What follows belongs to an exercise in optimizing a design on an open flow for small area, a short achievable clock period and few clock cycles per item; a production flow would make more cautious choices. Function was checked by simulation only, so behaviour that the tests miss may differ from the original. Power is estimated from default activity; no workload was simulated.

## design/flow/run.sh

```bash
#!/bin/bash
# synth_recipe.tcl (not shown) runs the flow's synth.tcl, then flattens the netlist and writes it again
# the make line also repeats each setting of config.mk as NAME=value (left out here)
make -C /OpenROAD-flow-scripts/flow DESIGN_CONFIG=/design/flow/config.mk WORK_HOME=/design/flow/orfs CLKGATE_MAP_FILE= SYNTH_SCRIPT=/design/flow/synth_recipe.tcl finish
```

## design/flow/config.mk

```make
export PLATFORM = sky130hd
export DESIGN_NAME = write_ring_offset_lookup_core
export DESIGN_NICKNAME = write_ring_offset_lookup_core
export VERILOG_FILES = /design/flow/design.v
export SDC_FILE = /design/flow/constraint.sdc
export NUM_CORES = 4
export LEC_CHECK = 0
export CAP_MARGIN = 20
export CORE_MARGIN = 2
export CORE_UTILIZATION = 40
export SLEW_MARGIN = 20
```

## design/flow/constraint.sdc

```tcl
create_clock -name core_clock -period 6.0 [get_ports {clock}]
set_input_delay 1.2000 -clock core_clock [delete_from_list [all_inputs] [get_ports {clock}]]
set_output_delay 1.2000 -clock core_clock [all_outputs]
set_load 0.01 [all_outputs]
```

## design/flow/design.v

```verilog
`timescale 1ns / 1ps
`default_nettype none
package wrol_pkg;
   localparam int DEF_SLOTS       = 16;
   localparam int DEF_LENGTH_BITS = 20;
   localparam int IN_LEN_W   = 20;
   localparam int HANDLE_W   = 32;
   localparam int OFFSET_W   = 24;
   localparam int SLOT_IDX_W = 4;
   localparam int OUT_LEN_W  = 20;
   localparam int SUM_W      = 25;
   localparam int REQ_DATA_W = 80;
   localparam int RSP_DATA_W = 112;
endpackage
`default_nettype wire
`timescale 1ns / 1ps
`default_nettype none
module wrol_ram #(
   parameter int DEPTH = 16,
   parameter int HW    = 32,
   parameter int SW    = 25
) (
   input  wire logic                   clock,
   input  wire logic                   reset,
   input  wire logic                   shift,
   input  wire logic [HW-1:0]          in_handle,
   input  wire logic [SW-1:0]          in_sum,
   output      logic [DEPTH-1:0]       valid,
   output      logic [DEPTH*HW-1:0]    handles,
   output      logic [DEPTH*SW-1:0]    sums,
   output      logic [SW-1:0]          base
);
   logic [HW-1:0] hdl_ff [DEPTH];
   logic [SW-1:0] sum_ff [DEPTH];
   logic [DEPTH-1:0] valid_ff;
   logic [SW-1:0] base_ff;
   always_ff @(posedge clock) begin
      if (shift) begin
         hdl_ff[0] <= in_handle;
         sum_ff[0] <= in_sum;
         for (int p = 1; p < DEPTH; p++) begin
            hdl_ff[p] <= hdl_ff[p-1];
            sum_ff[p] <= sum_ff[p-1];
         end
      end
      if (reset) begin
         valid_ff  <= '0;
         base_ff   <= '0;
         sum_ff[0] <= '0;
      end else if (shift) begin
         valid_ff <= {valid_ff[DEPTH-2:0], 1'b1};
         if (valid_ff[DEPTH-1]) begin
            base_ff <= sum_ff[DEPTH-1];
         end
      end
   end
   always_comb begin
      for (int p = 0; p < DEPTH; p++) begin
         handles[p*HW +: HW] = hdl_ff[p];
         sums[p*SW +: SW]    = sum_ff[p];
      end
   end
   assign valid = valid_ff;
   assign base  = base_ff;
endmodule
`default_nettype wire
`timescale 1ns / 1ps
`default_nettype none
module wrol_ctrl #(
   parameter int DEPTH = 16,
   parameter int HW    = 32,
   parameter int SW    = 25,
   parameter int LW    = 20
) (
   input  wire logic [SW-1:0]       target,    
   input  wire logic [DEPTH-1:0]    valid,
   input  wire logic [DEPTH*HW-1:0] handles,
   input  wire logic [DEPTH*SW-1:0] sums,
   input  wire logic [SW-1:0]       base,
   output      logic                found,
   output      logic [3:0]          pos,
   output      logic [HW-1:0]       handle,
   output      logic [LW-1:0]       byte_in_record
);
   logic [DEPTH:0]   hv;
   logic [DEPTH-1:0] onehot;
   logic [DEPTH-1:0] prev_sel;
   logic             base_sel;
   logic [SW-1:0]    diff [DEPTH];
   logic [LW-1:0]    prev_sum;
   always_comb begin
      hv[DEPTH] = 1'b0;
      for (int p = 0; p < DEPTH; p++) begin
         diff[p] = sums[p*SW +: SW] + ~target;
         hv[p]   = valid[p] & ~diff[p][SW-1];
      end
      for (int p = 0; p < DEPTH; p++) begin
         onehot[p] = hv[p] & ~hv[p+1];
      end
      prev_sel[0] = 1'b0;
      base_sel    = onehot[DEPTH-1];
      for (int p = 1; p < DEPTH; p++) begin
         prev_sel[p] = onehot[p-1] & valid[p];
         base_sel    = base_sel | (onehot[p-1] & ~valid[p]);
      end
      handle   = '0;
      prev_sum = base_sel ? base[LW-1:0] : '0;
      pos      = '0;
      for (int p = 0; p < DEPTH; p++) begin
         handle   = handle | ({HW{onehot[p]}} & handles[p*HW +: HW]);
         prev_sum = prev_sum | ({LW{prev_sel[p]}} & sums[p*SW +: LW]);
         pos      = pos | ({4{onehot[p]}} & 4'(p));
      end
      found          = hv[0];
      byte_in_record = found ? (target[LW-1:0] - prev_sum) : '0;
   end
endmodule
`default_nettype wire
`timescale 1ns / 1ps
`default_nettype none
module write_ring_offset_lookup_core #(
   parameter int SLOTS       = wrol_pkg::DEF_SLOTS,
   parameter int LENGTH_BITS = wrol_pkg::DEF_LENGTH_BITS
) (
   input  wire logic                            clock,
   input  wire logic                            reset,
   input  wire logic                            req_tvalid,
   output      logic                            req_tready,
   input  wire logic                            req_tuser,
   input  wire logic [wrol_pkg::REQ_DATA_W-1:0] req_tdata,
   output      logic                            rsp_tvalid,
   input  wire logic                            rsp_tready,
   output      logic                            rsp_tuser,
   output      logic [wrol_pkg::RSP_DATA_W-1:0] rsp_tdata
);
   localparam int HW = wrol_pkg::HANDLE_W;
   localparam int SW = wrol_pkg::SUM_W;
   localparam int LW = wrol_pkg::OUT_LEN_W;
   logic                shift;
   logic [SLOTS-1:0]    valid;
   logic [SLOTS*HW-1:0] handles;
   logic [SLOTS*SW-1:0] sums;
   logic [SW-1:0]       base;
   logic          a_valid_ff;
   logic          a_lookup_ff;
   logic [HW-1:0] a_handle_ff;
   logic [SW-1:0] a_sum_ff;      
   logic          a_take;
   logic          b_take;
   logic          rsp_valid_ff;
   logic          rsp_found_ff;
   logic [3:0]    rsp_slot_ff;
   logic [HW-1:0] rsp_handle_ff;
   logic [LW-1:0] rsp_byte_ff;
   logic          rsp_evicted_ff;
   logic [LW-1:0] rsp_ev_len_ff;
   logic [HW-1:0] rsp_ev_handle_ff;
   logic [3:0]    wr_slot_ff;
   logic          lk_found;
   logic [3:0]    lk_pos;
   logic [HW-1:0] lk_handle;
   logic [LW-1:0] lk_byte;
   logic [SW-1:0] base_next;
   logic [SW-1:0] total_next;
   logic [SW-1:0] in_a;
   logic [SW-1:0] in_b;
   wrol_ram #(
      .DEPTH (SLOTS),
      .HW    (HW),
      .SW    (SW)
   ) u_record_ram (
      .clock     (clock),
      .reset     (reset),
      .shift     (shift),
      .in_handle (a_handle_ff),
      .in_sum    (a_sum_ff),
      .valid     (valid),
      .handles   (handles),
      .sums      (sums),
      .base      (base)
   );
   wrol_ctrl #(
      .DEPTH (SLOTS),
      .HW    (HW),
      .SW    (SW),
      .LW    (LW)
   ) u_ctrl (
      .target         (a_sum_ff),
      .valid          (valid),
      .handles        (handles),
      .sums           (sums),
      .base           (base),
      .found          (lk_found),
      .pos            (lk_pos),
      .handle         (lk_handle),
      .byte_in_record (lk_byte)
   );
   assign b_take     = a_valid_ff && (!rsp_valid_ff || rsp_tready);
   assign req_tready = !a_valid_ff || !rsp_valid_ff || rsp_tready;
   assign a_take     = req_tready;
   assign shift      = b_take && !a_lookup_ff;
   always_comb begin
      base_next  = base;
      total_next = sums[SW-1:0];
      if (shift) begin
         total_next = a_sum_ff;
         if (valid[SLOTS-1]) begin
            base_next = sums[(SLOTS-1)*SW +: SW];
         end
      end
      if (req_tuser) begin
         in_a = SW'(req_tdata[75:52]);
         in_b = base_next;
      end else begin
         in_a = SW'(req_tdata[19:0]);
         in_b = total_next;
      end
   end
   always_ff @(posedge clock) begin
      if (reset) begin
         a_valid_ff   <= 1'b0;
         rsp_valid_ff <= 1'b0;
         wr_slot_ff   <= '0;
      end else begin
         if (a_take) begin
            a_valid_ff <= req_tvalid;
         end
         if (b_take) begin
            rsp_valid_ff <= 1'b1;
         end else if (rsp_tready) begin
            rsp_valid_ff <= 1'b0;
         end
         if (shift) begin
            wr_slot_ff <= wr_slot_ff + 1'b1;
         end
      end
      if (a_take) begin
         a_lookup_ff <= req_tuser;
         a_handle_ff <= req_tdata[51:20];
         a_sum_ff    <= in_a + in_b;
      end
      if (b_take) begin
         if (a_lookup_ff) begin
            rsp_found_ff     <= lk_found;
            rsp_slot_ff      <= lk_found ? (wr_slot_ff + ~lk_pos) : '0;
            rsp_handle_ff    <= lk_handle;
            rsp_byte_ff      <= lk_byte;
            rsp_evicted_ff   <= 1'b0;
            rsp_ev_len_ff    <= '0;
            rsp_ev_handle_ff <= '0;
         end else begin
            rsp_found_ff     <= 1'b1;
            rsp_slot_ff      <= wr_slot_ff;
            rsp_handle_ff    <= a_handle_ff;
            rsp_byte_ff      <= '0;
            rsp_evicted_ff   <= valid[SLOTS-1];
            rsp_ev_len_ff    <= valid[SLOTS-1] ?
                                LW'(sums[(SLOTS-1)*SW +: SW] - base) : '0;
            rsp_ev_handle_ff <= valid[SLOTS-1] ? handles[(SLOTS-1)*HW +: HW] : '0;
         end
      end
   end
   assign rsp_tvalid = rsp_valid_ff;
   assign rsp_tuser  = rsp_found_ff;
   assign rsp_tdata  = {3'b000,
                        rsp_ev_handle_ff,
                        rsp_ev_len_ff,
                        rsp_evicted_ff,
                        rsp_byte_ff,
                        rsp_handle_ff,
                        rsp_slot_ff};
endmodule
`default_nettype wire
```

==> run notes <==
==> state kept, by name, summed over array words and instances, names as in the netlist <==
name,flops
a_handle_ff,32
wr_slot_ff,4
rsp_valid_ff,1
rsp_byte_ff,20
rsp_evicted_ff,1
a_sum_ff,25
rsp_found_ff,1
rsp_slot_ff,4
rsp_ev_handle_ff,32
u_record_ram.valid_ff,16
rsp_ev_len_ff,20
rsp_handle_ff,32
a_valid_ff,1
u_record_ram.sum_ff,400
u_record_ram.hdl_ff,512
u_record_ram.base_ff,25
a_lookup_ff,1
==> worst paths after layout <==
| path | from | cells past startpoint | slack [ns] | end |
|---|---|---|---|---|
| worst max-delay path | a_sum_ff[2]$_DFFE_PP_ | 29 | -0.17 | rsp_byte_ff[19]$_SDFFCE_PN0P_ |
| worst min-delay path | u_record_ram.sum_ff[1][23]$_DFFE_PP_ | 0 | 0.41 | u_record_ram.sum_ff[2][23]$_DFFE_PP_ |
| worst max register to register | a_sum_ff[2]$_DFFE_PP_ | 29 | -0.17 | rsp_byte_ff[19]$_SDFFCE_PN0P_ |
| worst min register to register | u_record_ram.sum_ff[1][23]$_DFFE_PP_ | 0 | 0.41 | u_record_ram.sum_ff[2][23]$_DFFE_PP_ |
==> worst max-delay path, delay by kind of cell (launching register included) <==
kind / cells / cell delay [ns]
adder cells (fa/ha/maj): 2 / 0.48
flip-flops: 1 / 0.34
AND/OR/NAND/NOR: 7 / 1.09
buffers and inverters: 5 / 0.65
AO/OA/AOI/OAI: 15 / 3.43
==> power by group through the flow <==
stage               Combinational (mW)  Clock (mW)  Sequential [mW]
floorplan                         1.22           0             9.15
global placement                  2.36           0             9.14
detailed placement                2.42           0             9.15
CTS                               2.52        7.64             8.99
global route                      2.88        7.96             9.02
finish                            2.61        7.51             8.99
==> area by class of cell <==
type / instances / area (um^2)
multi-input combinational: 2304 / 18500
clock buffer: 146 / 3160
clock inverter: 73 / 818
antenna: 5 / 12.5
fill: 10558 / 61200
inverter: 80 / 313
sequential: 1127 / 33100
timing repair buffer: 1018 / 8470
tap: 1662 / 2080
==> logic make-up (layout without fill, tap and decap cells) <==
family / count (synthesis) / after routing / synth area share, %
muxes: 97 / 97 / 1.94
buffers and inverters: 206 / 1317 / 1.57
adders and majority gates: 438 / 438 / 10.7
xor gates and xnor gates: 74 / 74 / 1.26
other: 1 / 8 / 0.00728
and+or+nand+nor: 806 / 806 / 7.74
AOI/OAI and AO/OA: 886 / 886 / 12.5
DFF: 1127 / 1127 / 64.3
==> cells in the final DEF, fill, tap and decap left out, types with 26 or more instances in the layout <==
master / count
dfxtp_1: 72
ha_1: 425
clkdlybuf4s50_1: 190
a221oi_1: 74
clkinv_1: 27
a222oi_1: 83
nand2_1: 218
a21oi_1: 198
a22oi_1: 108
nand4_1: 63
buf_4: 784
a211oi_1: 36
xor2_1: 31
o21ai_0: 77
a22o_1: 41
nor2_1: 191
a31oi_1: 26
and2_1: 44
clkbuf_16: 119
mux2i_1: 74
inv_1: 58
xnor2_1: 40
nand3_1: 90
a21o_1: 41
nor3_1: 29
edfxtp_1: 1055
==> repair_timing <==
| action | in CTS | in global routing |
|---|---|---|
| gates resized for setup | 127 | 82 |
| pin swaps | 55 | 48 |
| setup buffers | 17 | 23 |
| endpoints found under the setup margin | 13 | 13 |
==> layer usage <==
metal	vias to the layer above	wire, um
met2	1436	70300
met5	-	0
met4	0	5190
met3	197	12900
li1	16693	-
met1	17932	66100
==> impl_metrics.toml <==
[run_status]
status = "finished with violations"
violations = "setup timing"

[floorplan]
rows = 131
fp.dieW_um = 363
core_area_um2 = 128000
die_y_um = 363
initial_core_util_pct = 40.3
ios = 200
dieArea_um2 = 132000

[timing]
setup_viol = 4
post-route-period-util_pct = 103
rsz0062_at_grt = "true"
fin_skew_ns = 0.0740
finalHoldViolCount = 0
slew-limit-headroom_pct = 29.9
clock.fmax_mhz = 162
tightest_slew_ns = 1.05
slew_viol_final = 0
finalWorstSetupSlack_ns = -0.167
fin_hold_ws_ns = 0.412
tns_ns = -0.392
post-route-min-period_ns = 6.17

[global_route]
met2_usage_pct = 36.2
use_met1_pct = 32.2
grt_pass1_vias = 35877
antenna_found_initial = 2
grtUsageMet3_pct = 4.18
top_usage_layer = "met2"
track_usage_pct = 23.1
grt_max_degree = 176
globalRouteOverflowTotal = 0
grt_pass1_wl_mm = 225

[synthesis]
yosysWarningCount = 6
synth_commonest_cells = "edfxtp_1 (1055), ha_1 (434), nand2_1 (221)"
synth.distinct_cells = 88
yosys_most_used_dff = "edfxtp_1"
ys_ff_latch = 1127
async_reset_ff_share_pct = 0
synth_area_um2 = 51500
yosys.area.top_type_share_pct = 61.5
synthCells = 3635
synth_most_common_cell = "edfxtp_1"
synth_edf_count = 1055
synth.area.top_cells = "edfxtp_1 (62%), ha_1 (11%), dfxtp_1 (2.8%)"
avgSynthCellArea_um2 = 14.2
yosysSeqAreaShare_pct = 64.3
synth_area_leader_cell = "edfxtp_1"

[cts]
clk_pin_slew_ns = 0.06
cts-hold-fix-buffers = 0
cts_tree = "yes"
cts-root-buf = "clkbuf_16"
clock-sinks = 1127
cts_buffer_depth = 3
insertion_delay_ns = 0.79
cts_made_buffers = 119
ctsHtreeMaxLevel = 3

[routing]
drt_iter0_drc = 4308
wl_per_cell_um = 24.1
antenna_left = 0
dr.pass1.iters = 8
via_count = 36258
drcViolationCount = 0
viasPerCell = 5.65
drt_wl_total_mm = 155

[place]
place_area_um2 = 61300
place_ws_ns = -1.17
port_buffers = 192
dp_hpwl_mm = 108
routabilityCongestion = 0.905
placed_cells = 6153

[pwr]
power.leakage_nw = 25.2
p_seq_share_pct = 47.1
power_mw = 19.1
sw_frac_of_total_pct = 24.9
pwr-share-clk_pct = 39.3
power_switching_mw = 4.75
p_int_mw = 14.4
power_density_nw_per_um2 = 287
ir_worst_vdd_v = 0.000282
combPwrFrac_pct = 13.6

[cells_and_area]
fin_util_pct = 52.1
syn_to_final_growth_pct = 29.1
fin_area_um2 = 66500
nets = 5173
instances_no_fill = 6415
drive_gt1_share_pct = 25.4

[setup_path]
worstPathRequired_ns = 6.59
worstSetupEndpointType = "flop"
cpMostUsedCell = "buf_4"
cp.arrival_ns = 6.76
crit_slowest_cell = "a2111o_1"
slowest_delay_ns = 0.53
worstSetupPathType = "reg2reg"
start_kind = "flop"
worst-path-max-fanout = 12

[job]
cap_viol_max_count = 0

[min_path]
hold_class = "reg2reg"
Testbench counts, summed over its fixed seeds: cycles 8,016, items 8,000.

==> separate check: timing with driven ports <==
How much do the figures lean on ideal ports? The routed layout below was timed once more, with nothing changed but the port constraints.
Step 1 sets driving cells, clkbuf_16 on the clock port and buf_2 on the other inputs (assumed; they add their load-dependent delay and slew).
Step 2 moves the port delays by t, midway between the first and last clock arrival at a register: inputs arrive t later, outputs are due t later. That takes back most of the time a late clock gives input paths.
Three values: no drivers, after step 1, after step 2; two values: the first two.
shift t [ns]: 0.830
slack for setup (ns): -0.167 / -0.167 / -0.596
latest minus earliest clock arrival (ns): 0.075 / 0.075
worst slew at a driven data input, ns: 0.07
pins driven straight from the clock port: 1
The setup slack of this run moves by 0.000 ns with the drivers and by -0.429 ns with both steps.
